From an optimization exercise on the open Yosys and OpenROAD flow, aimed at small area, a short achievable clock period and few clock cycles per item; shortcuts taken in it are not production practice.
In this exercise RTL edits were held to simulation tests only and were not proved equivalent to the original.
No activity file was given, so power comes from the tool's default toggle rates.

**flow/config.mk**
```make
export PLATFORM = sky130hd
export DESIGN_NAME = tetrisGame
export DESIGN_NICKNAME = tetrisGame
export VERILOG_FILES = /design/flow/design.v
export SDC_FILE = /design/flow/constraint.sdc
export NUM_CORES = 8
export LEC_CHECK = 0
export CAP_MARGIN = 20
export CORE_MARGIN = 2
export CORE_UTILIZATION = 38
export CTS_CLUSTER_DIAMETER = 100
export CTS_CLUSTER_SIZE = 20
export SETUP_SLACK_MARGIN = 4
export SLEW_MARGIN = 20
```
**flow/constraint.sdc**
```tcl
create_clock -name core_clock -period 10.0 [get_ports {count}]
set_input_delay 2.0000 -clock core_clock [delete_from_list [all_inputs] [get_ports {count}]]
set_output_delay 2.0000 -clock core_clock [all_outputs]
set_load 0.01 [all_outputs]
```
**flow/design.v**
```verilog
`timescale 1ns/100ps
module shapeTable (
	input logic [3:0] shape,
	input logic rotated,
	input logic [4:0] rowHot,
	input logic [9:0] colHot,
	output logic [49:0] mask
);
	localparam logic [255:0] shapeRows = {
		16'h0033, 16'h0033, 16'h0131, 16'h0072, 16'h0232, 16'h0027, 16'h0322, 16'h0047,
		16'h0113, 16'h0071, 16'h1111, 16'h000F, 16'h0132, 16'h0063, 16'h0033, 16'h0033
	};
	localparam logic [255:0] rotatedRows = {
		16'h0033, 16'h0033, 16'h0027, 16'h0131, 16'h0072, 16'h0232, 16'h0071, 16'h0322,
		16'h0047, 16'h0113, 16'h000F, 16'h1111, 16'h0063, 16'h0132, 16'h0033, 16'h0033
	};
	logic [15:0] rowsNow;
	logic [15:0] rowsRot;
	logic [19:0] rows;
	assign rowsNow = shapeRows[16*shape +: 16];
	assign rowsRot = rotatedRows[16*shape +: 16];
	assign rows = {4'd0, rotated ? rowsRot : rowsNow};
	logic [3:0] slotRow [0:4];
	always_comb begin
		for (int m = 0; m < 5; m++) begin
			slotRow[m] = '0;
			for (int j = 0; j < 5; j++) begin
				if (rowHot[j]) slotRow[m] = slotRow[m] | rows[4*((m - j + 5) % 5) +: 4];
			end
		end
	end
	always_comb begin
		for (int m = 0; m < 5; m++) begin
			for (int x = 0; x < 10; x++) begin
				mask[10*m + x] = 1'b0;
				for (int d = 0; d < 4; d++) begin
					if (x - d >= 0) mask[10*m + x] = mask[10*m + x] | (colHot[x - d] & slotRow[m][d]);
				end
			end
		end
	end
endmodule
`timescale 1ns/100ps
module playfield (
	input logic count,
	input logic reset,
	input logic [23:0] inWin,
	input logic [49:0] mask,
	input logic lockPiece,
	input logic [19:0] shiftRow,
	output logic [49:0] win,
	output logic [9:0] top0,
	output logic [9:0] top1,
	input logic [4:0] readRow,
	output logic [9:0] rowBits
);
	logic [9:0] board [0:19];
	always_comb begin
		for (int m = 0; m < 5; m++) begin
			win[10*m +: 10] = '0;
			for (int q = 0; q < 4; q++) begin
				if (inWin[m + 5*q]) win[10*m +: 10] = win[10*m +: 10] | board[m + 5*q];
			end
		end
	end
	assign top0 = board[0];
	assign top1 = board[1];
	always_ff @(posedge count) begin
		for (int i = 0; i < 20; i++) begin
			logic hold, down, add;
			hold = !reset && !shiftRow[i];
			down = !reset && shiftRow[i];
			add = !reset && lockPiece && inWin[i];
			board[i] <= (hold ? board[i] : 10'd0)
				| ((down && i > 0) ? board[(i + 19) % 20] : 10'd0)
				| (add ? mask[10*(i % 5) +: 10] : 10'd0);
		end
	end
	logic [3:0] rowInGroup;
	logic [4:0] group;
	logic [9:0] groupRow [0:4];
	logic [9:0] rowRead;
	logic [4:0] slotSel;
	logic [9:0] rowPiece;
	always_comb begin
		for (int j = 0; j < 4; j++) rowInGroup[j] = (readRow[1:0] == 2'(j));
		for (int g = 0; g < 5; g++) group[g] = (readRow[4:2] == 3'(g));
		for (int g = 0; g < 5; g++) begin
			groupRow[g] = '0;
			for (int j = 0; j < 4; j++) begin
				if (rowInGroup[j]) groupRow[g] = groupRow[g] | board[4*g + j];
			end
		end
		rowRead = '0;
		for (int g = 0; g < 5; g++) begin
			if (group[g]) rowRead = rowRead | groupRow[g];
		end
		slotSel = '0;
		for (int i = 0; i < 20; i++) begin
			if (rowInGroup[i % 4] && group[i / 4]) slotSel[i % 5] = slotSel[i % 5] | inWin[i];
		end
		rowPiece = '0;
		for (int m = 0; m < 5; m++) begin
			if (slotSel[m]) rowPiece = rowPiece | mask[10*m +: 10];
		end
	end
	assign rowBits = rowRead | rowPiece;
endmodule
`timescale 1ns/100ps
module gameController (
	input logic count,
	input logic reset,
	input logic cmdValid,
	output logic cmdReady,
	input logic [1:0] cmdCode,
	input logic [3:0] pieceKind,
	output logic [15:0] score,
	output logic gameOver,
	output logic [3:0] shape,
	output logic rotated,
	output logic [4:0] rowHot,
	output logic [9:0] testHot,
	input logic [49:0] mask,
	output logic [23:0] inWin,
	input logic [49:0] win,
	input logic [9:0] top0,
	input logic [9:0] top1,
	output logic lockPiece,
	output logic [19:0] shiftRow
);
	localparam logic [2:0] stReady = 3'd0;
	localparam logic [2:0] stExec = 3'd1;
	localparam logic [2:0] stLock = 3'd2;
	localparam logic [2:0] stClear = 3'd3;
	localparam logic [2:0] stOver = 3'd4;
	localparam logic [31:0] shapeWidth = {
		2'd1, 2'd1, 2'd1, 2'd2, 2'd1, 2'd2, 2'd1, 2'd2,
		2'd1, 2'd2, 2'd0, 2'd3, 2'd1, 2'd2, 2'd1, 2'd1
	};
	localparam logic [31:0] rotatedWidth = {
		2'd1, 2'd1, 2'd2, 2'd1, 2'd2, 2'd1, 2'd2, 2'd1,
		2'd2, 2'd1, 2'd3, 2'd0, 2'd2, 2'd1, 2'd1, 2'd1
	};
	localparam logic [63:0] rotateNext = {
		4'd1, 4'd1, 4'd10, 4'd13, 4'd12, 4'd11, 4'd6, 4'd9,
		4'd8, 4'd7, 4'd4, 4'd5, 4'd2, 4'd3, 4'd1, 4'd1
	};
	localparam logic [63:0] spawnShape = {
		4'd1, 4'd1, 4'd1, 4'd1, 4'd1, 4'd10, 4'd1, 4'd1,
		4'd1, 4'd6, 4'd1, 4'd4, 4'd1, 4'd2, 4'd1, 4'd1
	};
	function automatic logic fitsRight(input logic [9:0] hot, input logic [1:0] w);
		case (w)
			2'd0: fitsRight = 1'b1;
			2'd1: fitsRight = !hot[9];
			2'd2: fitsRight = !(hot[9] | hot[8]);
			default: fitsRight = !(hot[9] | hot[8] | hot[7]);
		endcase
	endfunction
	logic [2:0] state;
	logic [4:0] pRow;
	logic [4:0] pRowHot;
	logic [9:0] pColHot;
	logic [3:0] pShape;
	logic [15:0] pieces;
	logic goLeft, goRight, goRotate;
	logic fallBlockedN;
	assign cmdReady = (state == stReady);
	assign gameOver = (state == stOver);
	assign score = pieces;
	assign shape = pShape;
	assign rotated = goRotate;
	assign rowHot = pRowHot;
	logic [23:0] rowIs;
	always_comb begin
		for (int i = 0; i < 24; i++) rowIs[i] = (i < 20) && (pRow == 5'(i));
		for (int i = 0; i < 24; i++) begin
			inWin[i] = 1'b0;
			for (int k = 0; k < 5; k++) begin
				if (i - k >= 0) inWin[i] = inWin[i] | rowIs[i - k];
			end
		end
	end
	logic [4:0] floorSlot;
	assign floorSlot = {1'b0, inWin[23:20]};
	assign testHot = goLeft ? (pColHot >> 1) : goRight ? (pColHot << 1) : pColHot;
	logic inBounds;
	always_comb begin
		inBounds = 1'b1;
		if (goLeft) inBounds = !pColHot[0];
		if (goRight) inBounds = !pColHot[9] && fitsRight(pColHot << 1, shapeWidth[2*pShape +: 2]);
		if (goRotate) inBounds = fitsRight(pColHot, rotatedWidth[2*pShape +: 2]);
	end
	logic hitHere, hitBelow;
	always_comb begin
		hitHere = 1'b0;
		hitBelow = 1'b0;
		for (int m = 0; m < 5; m++) begin
			hitHere = hitHere | (|(mask[10*m +: 10] & win[10*m +: 10]))
				| ((|mask[10*m +: 10]) & floorSlot[m]);
			hitBelow = hitBelow | (|(mask[10*m +: 10] & win[10*((m + 1) % 5) +: 10]))
				| ((|mask[10*m +: 10]) & floorSlot[(m + 1) % 5]);
		end
	end
	logic accept;
	assign accept = cmdValid && (state == stReady);
	logic moveOk;
	assign moveOk = inBounds && !hitHere;
	logic fallOk;
	assign fallOk = moveOk ? !hitBelow : !fallBlockedN;
	assign lockPiece = (state == stExec && moveOk && !fallOk) || (state == stLock);
	logic [4:0] fullAfterLock;
	logic [4:0] fullNow;
	always_comb begin
		for (int m = 0; m < 5; m++) begin
			fullAfterLock[m] = &(win[10*m +: 10] | mask[10*m +: 10]);
			fullNow[m] = &win[10*m +: 10];
		end
	end
	logic [4:0] pick;
	logic lastFull;
	always_comb begin
		pick = '0;
		for (int m = 4; m >= 0; m--) begin
			if (fullNow[m]) pick = 5'd1 << m;
		end
		lastFull = (fullNow == pick);
	end
	logic [19:0] pickRow;
	always_comb begin
		for (int i = 0; i < 20; i++) pickRow[i] = inWin[i] & pick[i % 5];
		for (int i = 0; i < 20; i++) begin
			logic pickedAbove;
			pickedAbove = 1'b0;
			for (int d = 1; d < 5; d++) begin
				if (i - d >= 0) pickedAbove = pickedAbove | pickRow[i - d];
			end
			shiftRow[i] = (state == stClear) && (|pick)
				&& ((5'(i) < pRow) || (inWin[i] && !pickedAbove));
		end
	end
	logic [9:0] new0, new1;
	always_comb begin
		if (state == stClear) begin
			new0 = (|pick) ? 10'd0 : top0;
			new1 = ((|pick) && !(pick[0] && inWin[0])) ? top0 : top1;
		end else begin
			new0 = top0 | (inWin[0] ? mask[9:0] : 10'd0);
			new1 = top1 | (inWin[1] ? mask[19:10] : 10'd0);
		end
	end
	logic spawnFits;
	always_comb begin
		case (spawnShape[4*pieceKind +: 4])
			4'd2: spawnFits = !(new0[5] | new0[6] | new1[6] | new1[7]);
			4'd4: spawnFits = !(new0[5] | new0[6] | new0[7] | new0[8]);
			4'd6: spawnFits = !(new0[5] | new1[5] | new1[6] | new1[7]);
			4'd10: spawnFits = !(new0[5] | new0[6] | new0[7] | new1[6]);
			default: spawnFits = !(new0[5] | new0[6] | new1[5] | new1[6]);
		endcase
	end
	logic spawnNow;
	assign spawnNow = (lockPiece && !(|fullAfterLock)) || (state == stClear && lastFull);
	always_ff @(posedge count) begin
		if (reset) begin
			goLeft <= 1'b0;
			goRight <= 1'b0;
			goRotate <= 1'b0;
		end else begin
			goLeft <= accept && cmdCode == 2'd1;
			goRight <= accept && cmdCode == 2'd2;
			goRotate <= accept && cmdCode == 2'd3;
		end
	end
	always_ff @(posedge count) begin
		if (reset) begin
			state <= stReady;
			pieces <= '0;
			pRow <= '0;
			pRowHot <= 5'd1;
			pColHot <= 10'd1 << 5;
			pShape <= spawnShape[4*pieceKind +: 4];
		end else begin
			if (lockPiece) pieces <= pieces + 16'd1;
			if (accept) begin
				fallBlockedN <= hitBelow;
				state <= stExec;
			end else if (spawnNow) begin
				state <= spawnFits ? stReady : stOver;
				pRow <= '0;
				pRowHot <= 5'd1;
				pColHot <= 10'd1 << 5;
				pShape <= spawnShape[4*pieceKind +: 4];
			end else if (lockPiece) begin
				state <= stClear;
			end else if (state == stExec) begin
				if (moveOk) begin
					if (goRotate) pShape <= rotateNext[4*pShape +: 4];
					pColHot <= testHot;
				end
				if (fallOk) begin
					pRow <= pRow + 5'd1;
					pRowHot <= {pRowHot[3:0], pRowHot[4]};
					state <= stReady;
				end else begin
					state <= stLock;
				end
			end
		end
	end
endmodule
`timescale 1ns/100ps
module tetrisGame (
	input logic count,
	input logic reset,
	input logic cmdValid,
	output logic cmdReady,
	input logic [1:0] cmdCode,
	input logic [3:0] pieceKind,
	input logic [4:0] readRow,
	output logic [9:0] rowBits,
	output logic [15:0] score,
	output logic gameOver
);
	logic [23:0] inWin;
	logic [49:0] mask;
	logic [49:0] win;
	logic [9:0] top0;
	logic [9:0] top1;
	logic lockPiece;
	logic [19:0] shiftRow;
	logic [3:0] shape;
	logic rotated;
	logic [4:0] rowHot;
	logic [9:0] testHot;
	gameController controller (
		.count(count),
		.reset(reset),
		.cmdValid(cmdValid),
		.cmdReady(cmdReady),
		.cmdCode(cmdCode),
		.pieceKind(pieceKind),
		.score(score),
		.gameOver(gameOver),
		.shape(shape),
		.rotated(rotated),
		.rowHot(rowHot),
		.testHot(testHot),
		.mask(mask),
		.inWin(inWin),
		.win(win),
		.top0(top0),
		.top1(top1),
		.lockPiece(lockPiece),
		.shiftRow(shiftRow)
	);
	shapeTable cells (
		.shape(shape),
		.rotated(rotated),
		.rowHot(rowHot),
		.colHot(testHot),
		.mask(mask)
	);
	playfield field (
		.count(count),
		.reset(reset),
		.inWin(inWin),
		.mask(mask),
		.lockPiece(lockPiece),
		.shiftRow(shiftRow),
		.win(win),
		.top0(top0),
		.top1(top1),
		.readRow(readRow),
		.rowBits(rowBits)
	);
endmodule
```
**flow/flow/run.sh**
```bash
#!/bin/bash
# Layout flow: the standard flow (standard.sh), except for synthesis: it
# maps each module on its own (ORFS's SYNTH_HIERARCHICAL), with this flow's
# ABC script (flow/abc.script, run by flow/synth.tcl), and then flattens the
# design as the standard synthesis does. The registers are the standard
# synthesis's: the standard synthesis is run first, in refsyn/, and
# flow/names.py gives the few registers Yosys leaves unnamed (and numbers)
# the numbers the standard synthesis gives them. If that pairing fails, the
# standard synthesis is used as it is.
# Each tool's full output goes to a log file of its own in the work folder.
set -euo pipefail
work=$(pwd)
results="$work/orfs/results/$FLOW_PLATFORM/tetrisGame/base"
export FLOW_ABC_SCRIPT="$work/flow/abc.script"

# the standard synthesis, as reference for the register names
sed -E "s#WORK_HOME=('[^']*'|[^ ]*)#WORK_HOME=$work/refsyn#" standard.sh > refsyn.sh
bash refsyn.sh synth > "$work/log_refsyn.txt" 2>&1
ref="$work/refsyn/results/$FLOW_PLATFORM/tetrisGame/base/1_2_yosys.v"

# this flow's synthesis, then the register names
if bash standard.sh "SYNTH_SCRIPT=$work/flow/synth.tcl" SYNTH_HIERARCHICAL=1 SYNTH_MINIMUM_KEEP_SIZE=0 "$results/1_2_yosys.v" > "$work/log_synth.txt" 2>&1 \
    && python3 "$work/flow/names.py" "$ref" "$results/1_2_yosys.v" > "$work/log_names.txt" 2>&1; then
  echo "own synthesis used"
else
  echo "own synthesis failed or unpaired; using the standard synthesis"
  rm -rf "$work/orfs"
  bash standard.sh synth > "$work/log_synth_standard.txt" 2>&1
fi

# floorplan to the final layout, as the standard flow makes it
bash standard.sh > "$work/log_layout.txt" 2>&1
test -s "$work/out/final.def"
```
**flow/flow/abc.script**
```
strash
&get -n
&fraig -x
&put
scorr
dc2
strash
&get -n
&dch -f
&nf
&put
```
**flow/flow/names.py**
```python
#!/usr/bin/env python3
"""Give the registers of this flow's netlist the instance names the standard
synthesis gives them. Registers are paired by name where the names agree;
the rest (ones Yosys left unnamed and numbered) by the net their Q output
drives, or, when a single one is left on each side, with each other.
Exits non-zero, changing nothing, if the registers cannot all be paired."""
import re
import sys

FLOP = re.compile(r"^\s*(sky130_fd_sc_hd__\w*df\w*)\s+(\S+)\s*\((.*?)\);", re.S | re.M)
QPIN = re.compile(r"\.Q\(\s*(.*?)\s*\)\s*(,|$)", re.S)


def flops(text):
    out = {}
    for m in FLOP.finditer(text):
        cell, name, pins = m.group(1), m.group(2), m.group(3)
        q = QPIN.search(pins)
        if not q:
            sys.exit(f"no Q pin on {name}")
        if name in out:
            sys.exit(f"two registers named {name}")
        out[name] = (cell, q.group(1).strip())
    return out


def base(cell):
    return re.sub(r"_\d+$", "", cell)


ref_path, own_path = sys.argv[1], sys.argv[2]
ref = flops(open(ref_path).read())
text = open(own_path).read()
own = flops(text)
if len(ref) != len(own):
    sys.exit(f"{len(own)} registers, the standard synthesis has {len(ref)}")
for name in set(ref) & set(own):
    if base(ref[name][0]) != base(own[name][0]):
        sys.exit(f"register {name} is {own[name][0]}, standard synthesis gives {ref[name][0]}")
left_ref = {n: v for n, v in ref.items() if n not in own}
left_own = {n: v for n, v in own.items() if n not in ref}
renames = {}
by_q = {q: n for n, (c, q) in left_ref.items()}
for name, (cell, q) in list(left_own.items()):
    if q in by_q:
        rname = by_q.pop(q)
        if base(ref[rname][0]) != base(cell):
            sys.exit(f"register on {q} is {cell}, standard synthesis gives {ref[rname][0]}")
        renames[name] = rname
        del left_own[name]
        del left_ref[rname]
if len(left_own) == 1 and len(left_ref) == 1:
    (name, (cell, q)), = left_own.items()
    (rname, (rcell, rq)), = left_ref.items()
    if base(rcell) != base(cell):
        sys.exit(f"last register {name} is {cell}, standard synthesis's {rname} is {rcell}")
    renames[name] = rname
elif left_own or left_ref:
    sys.exit(f"cannot pair {sorted(left_own)} with {sorted(left_ref)}")
tokens = set(re.findall(r"\\\S+|[A-Za-z_][A-Za-z0-9_$]*", text))
for old, new in renames.items():
    if new in tokens:
        sys.exit(f"name {new} already used in the netlist")
    pat = r"(?<=\s)" + re.escape(old) + r"(?=\s*\()"
    if len(re.findall(pat, text)) != 1:
        sys.exit(f"instance {old} not found once")
    text = re.sub(pat, lambda _: new, text)
    print(f"renamed {old} -> {new}")
open(own_path, "w").write(text)
print(f"{len(own)} registers paired, {len(renames)} renamed")
```
**flow/flow/synth.tcl**
```tcl
# synth_recipe.tcl with one change: Yosys's abc maps the logic with this
# flow's script (FLOW_ABC_SCRIPT) instead of the one ORFS names. Registers
# are mapped before abc, so they come out as in the standard synthesis.
proc synth {args} { yosys synth -nofsm -noshare {*}$args }
proc abc {args} {
  set i [lsearch -exact $args -script]
  if { $i >= 0 } {
    set args [lreplace $args [expr {$i + 1}] [expr {$i + 1}] $::env(FLOW_ABC_SCRIPT)]
  }
  yosys abc {*}$args
}
source $::env(SCRIPTS_DIR)/synth.tcl
# left out here: clear keep_hierarchy, flatten, clean up, hide names made inside functions, write 1_2_yosys.v
```
**flow/standard.sh**
```bash
#!/bin/bash
# synth_recipe.tcl (not shown) runs the flow's synth.tcl, then flattens the netlist and writes it again
# the make line also repeats each setting of config.mk as NAME=value (left out here)
make -C /OpenROAD-flow-scripts/flow DESIGN_CONFIG=/design/flow/config.mk WORK_HOME=/design/flow/orfs CLKGATE_MAP_FILE= SYNTH_SCRIPT=/design/flow/synth_recipe.tcl "${@:-finish}"
```
==> out/metrics.cfg, run 1 <==
[floorplanning]
core-area_um2 = 40830
row_count = 74
die_area_um2 = 43010
io_pins = 42
die_w_um = 207.4
initial_core_util_pct = 38.50
die_h_um = 207.4

[job]
maxCapViolCount = 0

[pwr]
p_per_area_nw_per_um2 = 266.2
irDropWorstVdd_mv = 0.2613
p_leak_nw = 7.501
power_w = 0.005155

[finish]
mostFrequentLayoutCells = nand2_1 (610), a22oi_1 (270), dfxtp_1 (236)
fill_cells = 4066
drive_above_1_share_pct = 14.35
final_common_cell = nand2_1
multiInputGateArea_um2 = 11210
final_cells = 2808
fin_nets = 2294
syn2layout_area_growth_pct = 23.19
seqCellArea_um2 = 5017

[timing]
max_slew.worst_pin.slew_ns = 1.117
setup_viol = 0
fin_setup_tns_ns = 0
fin_crit_ns = 5.987
rsz0062_at_grt = true
hold_viol = 0
fin_hold_ws_ns = 0.4916
drv_slew = 0
timing.final.ws_setup_ns = 4.013
max_freq_ghz = 0.1670
maxSlewHeadroom_pct = 25.54
period_share_pct = 59.87
clock_skew_ns = 0.01963

[route]
dr.first_iter.drc_count = 4391
firstDrtPassIters = 13
wl_per_cell_um = 38.36
antenna_left = 0
vias = 20950
routed_wl_um = 107700
via_per_inst = 7.460
drcViolationCount = 0

[worst_setup_path]
critical_path_class = flop to flop
worstPathRequired_ns = 10.47
start_kind = flop
crit_arrival_ns = 6.46
path_max_fanout = 18
worstSetupEndpointType = flop

[grt]
grt_usage_pct = 47.97
antenna_found_initial = 5
grt_pass1_vias = 18830
grt_pass1_wl_um = 147400
grt-ovfl-total = 0
grt_max_degree = 49

[synth]
synthMuxAreaShare_pct = 3.773
synth-adder-area-share_pct = 1.035
syn_area_per_cell_um2 = 7.657
synth_compound_area_share_pct = 34.15
synth_cell_types = 61
synth_top_area_share_pct = 30.82
yosysSeqAreaShare_pct = 31.77
synth-seq-cells = 247
syn-num-nets = 2080
async_reset_ff_share_pct = 0
synth_top_family_by_area = compound AO/OA/AOI/OAI gates
synthTopCellsByArea = dfxtp_1 (31%), nand2_1 (15%), a22oi_1 (13%)
synth_top_area_cell = dfxtp_1
netlist_area_um2 = 15720
synth_edf_count = 5
synthFlopType = dfxtp_1
ys.warnings.count = 12
synth_xor_area_share_pct = 0.1114
synth-simple-area-share_pct = 28.26
syn_inst = 2053

[clocking]
clkSlewWorstSetupHoldPaths_ns = 0.09
cts_hold_buf = 0
cts.sinks = 247
numCtsBuffers = 17
htreeDepth = 1
cts_tree = done
clock_latency_ns = 0.55
cts_root_buf = clkbuf_16
clockBufferDepth = 3

[outcome]
status = finished clean

[placement]
gp_congestion = 1.105
place_ws_ns = 2.424
portBuffers = 41
placed_cells = 2699
dp_hpwl_um = 73890

[min_path]
hp-class = flop to flop

-- per-stage QoR --
stage	instance area [um^2]	util (%)
finish	19370	47.43
floorplan	15740	-
global placement	17380	42.55
CTS	18630	45.62
global route	19350	47.40
detailed placement	17380	42.55
-- critical path, cell delays in order, from the launching register on --
cell and delay [ns]:
dfxtp_4 0.41, nor2_1 0.43, nand3_2 0.25, nand2_4 0.13
a21oi_4 0.04, o21ai_0 0.12, buf_6 0.29, nand2_1 0.41
nand2_1 0.42, nand2_1 0.13, nor4_1 0.53, or4_1 0.26
or2_0 0.24, nand2_1 0.44, nor2_1 0.63, nor2b_1 0.87
a22oi_1 0.16, nand2_1 0.14
-- cell type report --
class | instances | share of cell area [%]
well taps | 532 | 3.437
repair buffers | 193 | 9.336
clock buffers | 20 | 2.416
clock inverters | 3 | 0.1874
multi-input cells | 1770 | 57.86
flip-flops and latches | 247 | 25.91
inverters | 38 | 0.7882
diodes | 5 | 0.06461
-- flip-flops by register name, indices dropped and copies added (netlist names), named ones only --
| name | cells |
|---|---|
| controller.pRow | 5 |
| controller.goRotate | 1 |
| controller.pShape | 3 |
| controller.fallBlockedN | 1 |
| field.board | 200 |
| controller.pieces | 16 |
| controller.state | 3 |
| controller.pRowHot | 5 |
| controller.goRight | 1 |
| controller.goLeft | 1 |
| controller.pColHot | 10 |
-- layer usage --
layer / track usage [%] / vias up / share of wire (%)
li1: - / 8489 / -
met1: 57.13 / 10020 / 35
met2: 68.99 / 1892 / 41
met3: 18.97 / 541 / 15
met4: 36.85 / 2 / 10
met5: 0 / - / 0.012
-- cells by family (layout without fill, tap and decap cells) --
family | Yosys count | after routing
mux | 33 | 33
other cells | 0 | 5
fa+ha+maj | 13 | 13
buf+inv | 38 | 254
simple gates | 996 | 998
xor+xnor | 2 | 2
compound gates | 724 | 724
flops | 247 | 247
-- where the power goes --
group	internal, W	leakage [nW]	switching (W)
logic	0.000901	5.25	0.00223
registers	0.00107	2.01	0.000207
clock network	0.000340	0.248	0.000404
total	0.00231	7.50	0.00284
-- worst paths after layout --
check	from	to	slack, ns	depth (start not counted)
hold / removal	controller.pieces[3]	controller.pieces[3]	0.49	1
setup / recovery	controller.pRow[2]	field.board[9][9]	4.01	17
hold reg to reg	controller.pieces[3]	controller.pieces[3]	0.49	1
setup reg to reg	controller.pRow[2]	field.board[9][9]	4.01	17
-- Yosys stat by module (local to each module, per instance), a selection --
module | flip-flops and latches | copies in the design | area [um^2]
gameController | 47 | 1 | 4353
playfield | 200 | 1 | 9821
shapeTable | 0 | 1 | 1546
-- cell usage after synthesis (21+ instances only) --
cell	count
mux4_2	21
nand4_1	41
a21oi_1	87
o21ai_0	71
a22oi_1	274
a21boi_0	22
nand3_1	59
o211ai_1	22
nor2_1	77
dfxtp_1	242
clkinv_1	38
nor3_1	39
and2_0	30
a222oi_1	89
nor4_1	26
a22o_1	34
o22ai_1	24
nor2b_1	39
nand2_1	617
-- repair_timing --
item | in CTS | in global routing
gates cloned | 4 | 2
resized for setup | 144 | 112
pin swaps | 31 | 40
endpoints found under the setup margin | 257 | 248
setup buffers | 34 | 41
Testbench counts, summed over its fixed seeds: cycles 48,558, items 24,000.
==> run 2: changes to the inputs <==
==> flow/flow/abc.script (replaced) <==
strash
&get -n
&fraig -x
&put
scorr
dc2
strash
&get -n
&dch -f
&nf
&put
topo
stime -c
upsize -c
dnsize -c
==> out/metrics.cfg, run 2 <==
[grt]
grt-ovfl-total = 0  ; unchanged
antenna_found_initial = 9  ; +4
grt_usage_pct = 48.66  ; +0.69 points
grt_pass1_vias = 19290  ; +2.4%
grt_pass1_wl_um = 149700  ; +1.5%
grt_max_degree = 51  ; +4.1%

[finish]
fill_cells = 4179  ; +2.8%
largest_register_ffs = 200  ; unchanged
final_common_cell = nand2_1
fin_nets = 2322  ; +1.2%
largestRegisters = field.board x200, controller.pieces x16, controller.pColHot x10
syn2layout_area_growth_pct = 23.21  ; about the same
final_cells = 2847  ; +1.4%
drive_above_1_share_pct = 15.65  ; +1.3 points
mostFrequentLayoutCells = nand2_1 (611), a22oi_1 (268), dfxtp_1 (236)
top_register = field.board

[floorplanning]
die_area_um2 = 43690  ; +1.6%
die_w_um = 209.0  ; +0.78%
initial_core_util_pct = 38.25  ; -0.25 points
row_count = 75  ; +1.4%
io_pins = 42  ; unchanged
die_h_um = 209.0  ; +0.78%
core-area_um2 = 41760  ; +2.3%

[route]
antenna_left = 0  ; unchanged
drcViolationCount = 0  ; unchanged
firstDrtPassIters = 14  ; +1
dr.first_iter.drc_count = 3924  ; -11%
via_per_inst = 7.474  ; +0.19%
wl_per_cell_um = 38.76  ; +1.1%
vias = 21280  ; +1.6%
routed_wl_um = 110400  ; +2.5%

[pwr]
p_per_area_nw_per_um2 = 269.0  ; +1.1%
p_leak_nw = 7.729  ; +3.0%
power_w = 0.005294  ; +2.7%
irDropWorstVdd_mv = 0.2553  ; -2.3%

[worst_setup_path]
cpPeakStageDelay_ns = 0.81  ; -0.06 ns
start_kind = flop
worst_path_max_delay_cell = a21oi_1
cp-endpoint = field.board[7][1]
critPathLaunch = controller.pRow[3]
reg2reg_depth = 17  ; unchanged
critical_path_class = flop to flop
worstPathCellList = nor3_2 > nand2_1 > nand2_1 > a21oi_4 > o21ai_0 > buf_4 > nand2_1 > nand2_1 > nand2_1 > nor4_1 > or4_1 > or2_0 > nand2_1 > a21oi_1 > nor2b_2 > a22oi_1 > nand2_1
path_max_fanout = 18  ; unchanged
crit_arrival_ns = 6.60  ; +0.14 ns
reg2reg_slack_ns = 3.90  ; -0.11 ns
worstSetupEndpointType = flop
r2r-end = field.board[7][1]
timing.rr.start = controller.pRow[3]
path_common_cell = nand2_1
worstPathRequired_ns = 10.50  ; +0.03 ns

[placement]
gp_congestion = 1.079  ; -2.4%
portBuffers = 41  ; unchanged
dp_hpwl_um = 76640  ; +3.7%
placed_cells = 2705  ; +0.22%

[timing]
setup_viol = 0  ; unchanged
hold_viol = 0  ; unchanged
max_slew.worst_pin.slew_ns = 1.145  ; +0.02790 ns
period_share_pct = 60.96  ; +1.1 points
fin_crit_ns = 6.096  ; +0.1090 ns
max_freq_ghz = 0.1641  ; -1.8%
fin_setup_tns_ns = 0  ; unchanged
drv_slew = 0  ; unchanged
maxSlewHeadroom_pct = 23.03  ; -2.5 points
clock_skew_ns = 0.03418  ; +0.01456 ns
rsz0062_at_grt = true

[synth]
synth_top_area_share_pct = 30.33  ; -0.49 points
syn_area_per_cell_um2 = 7.780  ; +1.6%
netlist_area_um2 = 15970  ; +1.6%
synthTopCellsByArea = dfxtp_1 (30%), nand2_1 (15%), a22oi_1 (13%)
yosysSeqAreaShare_pct = 31.27  ; -0.50 points
ys.warnings.count = 12  ; unchanged
async_reset_ff_share_pct = 0  ; unchanged
syn-num-nets = 2080  ; unchanged
synth_edf_count = 5  ; unchanged
synth-seq-cells = 247  ; unchanged
synth.most_common_cell = nand2_1
synthFlopType = dfxtp_1
synth_cell_types = 88  ; +44%
synth_top_area_cell = dfxtp_1
syn_inst = 2053  ; unchanged
synthTopCellsByCount = nand2_1 (617), a22oi_1 (273), dfxtp_1 (242), a222oi_1 (89), a21oi_1 (86)

[clocking]
cts_root_buf = clkbuf_16
htreeDepth = 1  ; unchanged
cts_hold_buf = 0  ; unchanged
numCtsBuffers = 17  ; unchanged
cts.sinks = 247  ; unchanged
clkSlewWorstSetupHoldPaths_ns = 0.08  ; about the same
clockBufferDepth = 3  ; unchanged
clock_latency_ns = 0.56  ; about the same
cts_tree = done

[job]
maxCapViolCount = 0  ; unchanged

[outcome]
status = finished clean

[min_path]
hp-class = flop to flop

run 2: how the worst min path moves through the flow:
| stage | slack (ns) | from | depth (start not counted) | to |
|---|---|---|---|---|
| finish | 0.52 | controller.pieces[3] | 1 | controller.pieces[3] |
| CTS | 0.53 | controller.pieces[3] | 1 | controller.pieces[3] |
| global placement | 0.47 | controller.pieces[3] | 1 | controller.pieces[3] |
| floorplan | 0.48 | field.board[0][4] | 1 | field.board[0][4] |
| global route | 0.54 | controller.pieces[3] | 1 | controller.pieces[3] |
| detailed placement | 0.50 | controller.pieces[3] | 1 | controller.pieces[3] |
run 2: timing repair:
item	4_1_cts	5_1_grt
gates cloned	7	4
resized for setup	121	90
buffers inserted	52	47
pin swaps	40	49
setup endpoints to repair	256	248
run 2: logic make-up (layout without fill, tap and decap cells):
| group | after synthesis | after routing | share of synthesized area, % |
|---|---|---|---|
| compound gates | 724 | 725 | 34.45 |
| other cells | 0 | 7 | 0 |
| mux | 33 | 33 | 4.019 |
| simple gates | 996 | 1005 | 28.24 |
| flops | 247 | 247 | 31.27 |
| xor+xnor | 2 | 2 | 0.1097 |
| fa+ha+maj | 13 | 13 | 1.018 |
| buf+inv | 38 | 276 | 0.8931 |
run 2: power breakdown:
group / switching (W) / internal, W
logic: 0.00233 / 0.000991
registers: 0.000178 / 0.00107
clock network: 0.000405 / 0.000319
run 2: per-stage QoR:
step / util (%) / setup WS, ns / cell area (um^2) / hold slack [ns]
floorplan: - / 4.454 / 15970 / 0.4788
global placement: 42.14 / 2.357 / 17600 / 0.4729
detailed placement: 42.15 / 2.418 / 17600 / 0.5041
CTS: 45.36 / 3.864 / 18940 / 0.5258
global route: 47.09 / 3.868 / 19660 / 0.5396
finish: 47.13 / 3.904 / 19680 / 0.5195
run 2: cell type report:
cell class                 count  area (um^2)  area share (%)
clock buffer                  19        432.9           2.200
tap                          539        674.4           3.427
multi-input combinational   1778        11500           58.44
clock inverter                 6        55.05          0.2798
sequential                   247         5015           25.48
inverter                      38        157.7          0.8011
timing repair buffer         213         1826           9.276
antenna                        7        17.52         0.08901
run 2: critical path, delay by kind of cell, from the launching register on:
family,cells,cell delay [ns]
compound gates,4,1.12
simple gates,12,4.14
flops,1,0.40
buf+inv,1,0.36
run 2: metal layers:
layer	up-vias	share of wire, %	GRT usage, %
li1	8559	-	-
met1	10160	34	54.69
met2	1925	41	71.17
met3	621	15	21.54
met4	12	10	39.56
met5	-	0.11	1.001
run 2: modules after synthesis (local to each module, per instance), a selection:
module          times used  flip-flops and latches
playfield                1                     200
gameController           1                      47
shapeTable               1                       0

## port drivers added, routing unchanged
The results above use ideal ports. As a check the final layouts listed here were re-extracted and re-timed, cells and wires unchanged.
Step 1 sets driving cells, clkbuf_16 on the clock port and buf_2 on the other inputs (assumed; they add their load-dependent delay and slew).
Step 2, shift: input delay + t, output delay - t, t = (earliest + latest rising clock arrival at the registers) / 2. This alone moves slack from input paths to output paths.
Three values: ideal ports, drivers, drivers and shift; two values: the first two.
run	shift t [ns]	setup slack, ns	hold WS [ns]	worst slew at a driven data input, ns
run 1	0.601	4.013 / 3.987 / 3.987	0.492 / 0.492 / 0.492	0.04
run 2	0.608	3.904 / 3.867 / 3.867	0.519 / 0.519 / 0.519	0.09
After both steps every run listed still meets setup and hold. The setup slack of run 2, which loses most, moves by -0.037 ns with the drivers and by -0.037 ns with both steps.
